What follows belongs to an exercise in optimizing a design on an open flow for small area and a short achievable clock period; a production flow would make more cautious choices. Power figures rest on the tool's default switching activity, not on a simulated workload.

==> inputs of lagoon <==
==> flow/design.v <==
module soc_riscv_apb_slave_mem (
  input  logic [7:0]        ra_i,     
  input  logic [7:0]        rb_i,     
  input  logic [64*16-1:0]  word_i,   
  output logic [15:0]       word_o
);
  always_comb begin
    word_o = '0;
    for (int r = 0; r < 64; r++) begin
      word_o = word_o | (word_i[16*r +: 16] & {16{ra_i[r % 8] && rb_i[r / 8]}});
    end
  end
endmodule
module apb_slave_mem_top (
  input  logic        PCLK,
  input  logic        PRESET,
  input  logic        PSEL,
  input  logic        PENABLE,
  input  logic [2:0]  PPROT,
  input  logic        PWRITE,
  input  logic [1:0]  PSTRB,
  input  logic [9:0]  PADDR,
  input  logic [15:0] PWDATA,
  output logic [15:0] PRDATA,
  output logic        PREADY,
  output logic        PSLVERR
);
  logic ph1_q, ph2_q, ph3_q, busy_q;
  logic ready_q, slverr_q;
  logic accept, go_resp, bus_err;
  logic [7:0] bus_ra, bus_rb;
  logic        wpend_q, wpend_d, wfire_q, wfire_d;
  logic [1:0]  wslot_q, wslot_d;
  logic [7:0]  wra_q, wra_d, wfa_q, wrb0_q, wrb1_q;
  logic [15:0] wdat_q;
  logic [1:0]  rot_q;
  logic [15:0] s0_q [64], s1_q [64], s2_q [64], s3_q [64];
  logic        rd_hit;
  logic [15:0] rd_word, rhold_q, rdata_q;
  logic unused_pprot;
  assign unused_pprot = ^{PPROT[2], PPROT[0], PADDR[0]};
  assign accept  = !busy_q && PSEL && !PENABLE;
  assign go_resp = ph3_q && PSEL;
  assign bus_err = PADDR[9] || (PADDR[8] && PPROT[1]);
  always_comb begin
    for (int i = 0; i < 8; i++) begin
      bus_ra[i] = (PADDR[5:3] == 3'(i));
      bus_rb[i] = (PADDR[8:6] == 3'(i)) && !bus_err;
    end
  end
  always_ff @(posedge PCLK or posedge PRESET) begin
    if (PRESET) begin
      ph1_q    <= 1'b0;
      ph2_q    <= 1'b0;
      ph3_q    <= 1'b0;
      busy_q   <= 1'b0;
      ready_q  <= 1'b0;
      slverr_q <= 1'b0;
    end else begin
      ph1_q    <= accept;
      ph2_q    <= ph1_q && PSEL;
      ph3_q    <= ph2_q && PSEL;
      busy_q   <= accept || ((ph1_q || ph2_q) && PSEL);
      ready_q  <= go_resp;
      slverr_q <= go_resp && bus_err;
    end
  end
  always_ff @(posedge PCLK) begin
    rot_q <= rot_q + 2'd1;
  end
  assign wpend_d = (go_resp && PWRITE && !bus_err) || (wpend_q && !wfire_q);
  assign wslot_d = go_resp ? PADDR[2:1] : wslot_q;
  assign wra_d   = go_resp ? bus_ra : wra_q;
  assign wfire_d = wpend_d && (rot_q + 2'd2 == wslot_d);
  always_ff @(posedge PCLK) begin
    wpend_q <= wpend_d;
    wfire_q <= wfire_d;
    wslot_q <= wslot_d;
    wra_q   <= wra_d;
    wfa_q   <= wra_d & {8{wfire_d}};
  end
  always_ff @(posedge PCLK) begin
    if (go_resp) begin
      wrb0_q <= bus_rb & {8{PSTRB[0]}};
      wrb1_q <= bus_rb & {8{PSTRB[1]}};
      wdat_q <= PWDATA;
    end
  end
  always_ff @(posedge PCLK) begin
    for (int r = 0; r < 64; r++) begin
      s3_q[r] <= s0_q[r];
      s2_q[r] <= s3_q[r];
      s1_q[r] <= s2_q[r];
      s0_q[r] <= s1_q[r];
      if (wfa_q[r % 8] && wrb0_q[r / 8]) s0_q[r][7:0]  <= wdat_q[7:0];
      if (wfa_q[r % 8] && wrb1_q[r / 8]) s0_q[r][15:8] <= wdat_q[15:8];
    end
  end
  assign rd_hit = (rot_q == PADDR[2:1]);
  logic [64*16-1:0] s0_flat;
  always_comb begin
    for (int r = 0; r < 64; r++) s0_flat[16*r +: 16] = s0_q[r];
  end
  soc_riscv_apb_slave_mem u_rdmux (
    .ra_i  (bus_ra),
    .rb_i  (bus_rb),
    .word_i(s0_flat),
    .word_o(rd_word)
  );
  always_ff @(posedge PCLK) begin
    rhold_q <= rd_hit ? rd_word : rdata_q;
    rdata_q <= rd_hit ? rd_word : rhold_q;
  end
  assign PREADY  = ready_q;
  assign PSLVERR = slverr_q;
  assign PRDATA  = rdata_q;
endmodule
==> flow/run.sh <==
#!/bin/bash
# synth_recipe.tcl (not shown) runs the flow's synth.tcl, then flattens the netlist and writes it again
# the make line also repeats each setting of config.mk as NAME=value (left out here)
make -C /OpenROAD-flow-scripts/flow DESIGN_CONFIG=/design/flow/config.mk WORK_HOME=/design/flow/orfs CLKGATE_MAP_FILE= SYNTH_SCRIPT=/design/flow/synth_recipe.tcl finish
==> flow/config.mk <==
export PLATFORM = sky130hd
export DESIGN_NAME = apb_slave_mem_top
export DESIGN_NICKNAME = apb_slave_mem_top
export VERILOG_FILES = /design/flow/design.v
export SDC_FILE = /design/flow/constraint.sdc
export NUM_CORES = 4
export LEC_CHECK = 0
export CAP_MARGIN = 20
export CORE_MARGIN = 2
export CORE_UTILIZATION = 65
export CTS_CLUSTER_DIAMETER = 80
export CTS_CLUSTER_SIZE = 30
export SETUP_SLACK_MARGIN = 2.7
export SLEW_MARGIN = 20
export SYNTH_HIERARCHICAL = 1
==> flow/constraint.sdc <==
create_clock -name core_clock -period 5.0 [get_ports {PCLK}]
set_input_delay 1.0000 -clock core_clock [delete_from_list [all_inputs] [get_ports {PCLK}]]
set_output_delay 1.0000 -clock core_clock [all_outputs]
set_load 0.01 [all_outputs]
==> harbor: changes against lagoon <==
==> flow/design.v (replaced) <==
module apb_slave_mem_top (
  input  logic        PCLK,
  input  logic        PRESET,
  input  logic        PSEL,
  input  logic        PENABLE,
  input  logic [2:0]  PPROT,
  input  logic        PWRITE,
  input  logic [1:0]  PSTRB,
  input  logic [9:0]  PADDR,
  input  logic [15:0] PWDATA,
  output logic [15:0] PRDATA,
  output logic        PREADY,
  output logic        PSLVERR
);
  logic ph1_q, ph2_q, ph3_q;
  logic ready_q, slverr_q;
  logic busy, accept, go_resp, bus_err;
  logic [7:0]  idx_q;
  logic        err_q, write_q;
  logic [1:0]  strb_q;
  logic [15:0] wdata_q;
  logic        wpend_q;
  logic [7:0]  widx_q;
  logic [1:0]  wstrb_q;
  logic [15:0] wdat_q;
  logic [1:0]  rot_q;
  logic [15:0] s0_q [64], s1_q [64], s2_q [64], s3_q [64];
  logic [7:0]  cur_idx;
  logic        cur_err, rd_hit;
  logic [15:0] rd_word, rdata_q;
  logic        wr_fire;
  logic unused_pprot;
  assign unused_pprot = ^{PPROT[2], PPROT[0], PADDR[0]};
  assign busy    = ph1_q | ph2_q | ph3_q;
  assign accept  = !busy && PSEL && !PENABLE;
  assign go_resp = ph3_q && PSEL;
  assign bus_err = PADDR[9] || (PADDR[8] && PPROT[1]);
  always_ff @(posedge PCLK or posedge PRESET) begin
    if (PRESET) begin
      ph1_q    <= 1'b0;
      ph2_q    <= 1'b0;
      ph3_q    <= 1'b0;
      ready_q  <= 1'b0;
      slverr_q <= 1'b0;
    end else begin
      ph1_q    <= accept;
      ph2_q    <= ph1_q && PSEL;
      ph3_q    <= ph2_q && PSEL;
      ready_q  <= go_resp;
      slverr_q <= go_resp && err_q;
    end
  end
  always_ff @(posedge PCLK) begin
    if (!busy) begin
      idx_q   <= PADDR[8:1];
      err_q   <= bus_err;
      write_q <= PWRITE;
      strb_q  <= PSTRB;
      wdata_q <= PWDATA;
    end
  end
  always_ff @(posedge PCLK) begin
    rot_q <= rot_q + 2'd1;
  end
  assign wr_fire = wpend_q && (rot_q + 2'd1 == widx_q[1:0]);
  always_ff @(posedge PCLK) begin
    if (go_resp && write_q && !err_q) begin
      wpend_q <= 1'b1;
    end else if (wr_fire) begin
      wpend_q <= 1'b0;
    end
  end
  always_ff @(posedge PCLK) begin
    if (go_resp) begin
      widx_q  <= idx_q;
      wstrb_q <= strb_q;
      wdat_q  <= wdata_q;
    end
  end
  always_ff @(posedge PCLK) begin
    for (int r = 0; r < 64; r++) begin
      s3_q[r] <= s0_q[r];
      s2_q[r] <= s3_q[r];
      s1_q[r] <= s2_q[r];
      s0_q[r] <= s1_q[r];
      if (wr_fire && widx_q[7:2] == 6'(r)) begin
        if (wstrb_q[0]) s0_q[r][7:0]  <= wdat_q[7:0];
        if (wstrb_q[1]) s0_q[r][15:8] <= wdat_q[15:8];
      end
    end
  end
  assign cur_idx = busy ? idx_q : PADDR[8:1];
  assign cur_err = busy ? err_q : bus_err;
  assign rd_hit  = (rot_q == cur_idx[1:0]);
  always_comb begin
    rd_word = '0;
    for (int r = 0; r < 64; r++) begin
      rd_word = rd_word | (s0_q[r] & {16{cur_idx[7:2] == 6'(r)}});
    end
  end
  always_ff @(posedge PCLK) begin
    if (rd_hit) rdata_q <= cur_err ? 16'h0000 : rd_word;
  end
  assign PREADY  = ready_q;
  assign PSLVERR = slverr_q;
  assign PRDATA  = rdata_q;
endmodule
CORE_UTILIZATION = 50   (was 65)
SYNTH_HIERARCHICAL = unset   (was 1)
==> onyx: changes against lagoon <==
==> flow/design.v (replaced) <==
module apb_slave_mem_top (
  input  logic        PCLK,
  input  logic        PRESET,
  input  logic        PSEL,
  input  logic        PENABLE,
  input  logic [2:0]  PPROT,
  input  logic        PWRITE,
  input  logic [1:0]  PSTRB,
  input  logic [9:0]  PADDR,
  input  logic [15:0] PWDATA,
  output logic [15:0] PRDATA,
  output logic        PREADY,
  output logic        PSLVERR
);
  logic ph1_q, ph2_q, ph3_q;
  logic ready_q, slverr_q;
  logic busy, accept, go_resp, bus_err;
  logic [15:0] lo_q, hi_q;    
  logic        err_q, write_q;
  logic [1:0]  strb_q;
  logic [15:0] wdata_q;
  logic [1:0]  wbe_q;
  logic [15:0] mem_q [256];
  logic [15:0] rword, rdata_q;
  logic unused_pprot;
  assign unused_pprot = ^{PPROT[2], PPROT[0], PADDR[0]};
  assign busy    = ph1_q | ph2_q | ph3_q;
  assign accept  = !busy && PSEL && !PENABLE;
  assign go_resp = ph3_q && PSEL;
  assign bus_err = PADDR[9] || (PADDR[8] && PPROT[1]);
  always_ff @(posedge PCLK or posedge PRESET) begin
    if (PRESET) begin
      ph1_q    <= 1'b0;
      ph2_q    <= 1'b0;
      ph3_q    <= 1'b0;
      ready_q  <= 1'b0;
      slverr_q <= 1'b0;
    end else begin
      ph1_q    <= accept;
      ph2_q    <= ph1_q && PSEL;
      ph3_q    <= ph2_q && PSEL;
      ready_q  <= go_resp;
      slverr_q <= go_resp && err_q;
    end
  end
  always_ff @(posedge PCLK) begin
    if (!busy) begin
      for (int i = 0; i < 16; i++) begin
        lo_q[i] <= (PADDR[4:1] == 4'(i));
        hi_q[i] <= (PADDR[8:5] == 4'(i)) && !bus_err;
      end
      err_q   <= bus_err;
      write_q <= PWRITE;
      strb_q  <= PSTRB;
      wdata_q <= PWDATA;
    end
  end
  always_ff @(posedge PCLK) begin
    wbe_q <= (go_resp && write_q) ? strb_q : 2'b00;
  end
  always_ff @(posedge PCLK) begin
    for (int w = 0; w < 256; w++) begin
      if (lo_q[w % 16] && hi_q[w / 16]) begin
        if (wbe_q[0]) mem_q[w][7:0]  <= wdata_q[7:0];
        if (wbe_q[1]) mem_q[w][15:8] <= wdata_q[15:8];
      end
    end
  end
  always_comb begin
    rword = '0;
    for (int w = 0; w < 256; w++) begin
      rword = rword | (mem_q[w] & {16{lo_q[w % 16] && hi_q[w / 16]}});
    end
  end
  always_ff @(posedge PCLK) begin
    rdata_q <= rword;
  end
  assign PREADY  = ready_q;
  assign PSLVERR = slverr_q;
  assign PRDATA  = rdata_q;
endmodule
CORE_UTILIZATION = 45   (was 65)
CTS_CLUSTER_DIAMETER = unset   (was 80)
CTS_CLUSTER_SIZE = unset   (was 30)
SETUP_SLACK_MARGIN = unset   (was 2.7)
SYNTH_HIERARCHICAL = unset   (was 1)
==> notes <==
lagoon finished clean. onyx passed the timing, design-rule and antenna checks. harbor produced a clean layout. Non-clock buffer count: lagoon < onyx < harbor. The highest clock power belongs to onyx, the lowest to lagoon. Die area: lagoon < harbor < onyx. The lowest sequential share of layout area belongs to harbor, the highest to lagoon. Synthesized area: onyx is larger than harbor (about 44%). Register-to-register slack: onyx < harbor < lagoon. Of lagoon and onyx, lagoon has the higher maximum frequency (gap 36%, measured against onyx). Of onyx and harbor, onyx has the higher count of clock-buffer cells in the layout (gap 318). Of lagoon and onyx, lagoon has the higher setup slack (gap 1000 ps). In harbor the sequential cell count is lower than in lagoon, by 14.
No functional check of the RTL was part of any run of this note.

## separate check: timing with driven ports
In the flow no input, the clock included, has a driving cell. The finished layouts below were timed again as built, in two steps. Step 1 (the two cells are an assumption about what drives the block):
set clk [get_ports {PCLK}]
set_driving_cell -lib_cell sky130_fd_sc_hd__clkbuf_16 $clk
set_driving_cell -lib_cell sky130_fd_sc_hd__buf_2 [delete_from_list [all_inputs] $clk]
Step 2 times the ports against the registers' clock, not the clock port: input delays grow and output delays shrink by t, the midpoint of the rising clock arrivals with the driver on. Three values: no drivers, after step 1, after step 2; two values: the first two.
run	t (ns)	slack for setup (ns)	worst setup path at the end	worst register clock-pin slew, ns	pins driven straight from the clock port
lagoon	0.873	2.076 / 2.096 / 1.224	input to register	0.11 / 0.11	1
harbor	0.964	1.407 / 1.407 / 0.523	input to register	0.12 / 0.12	1
onyx	1.048	1.033 / 1.033 / 1.033	register to register	0.07 / 0.07	1
After both steps setup and hold are still met in every run listed. The setup slack of harbor, which loses most, moves by 0.000 ns with the drivers and by -0.884 ns with both steps.
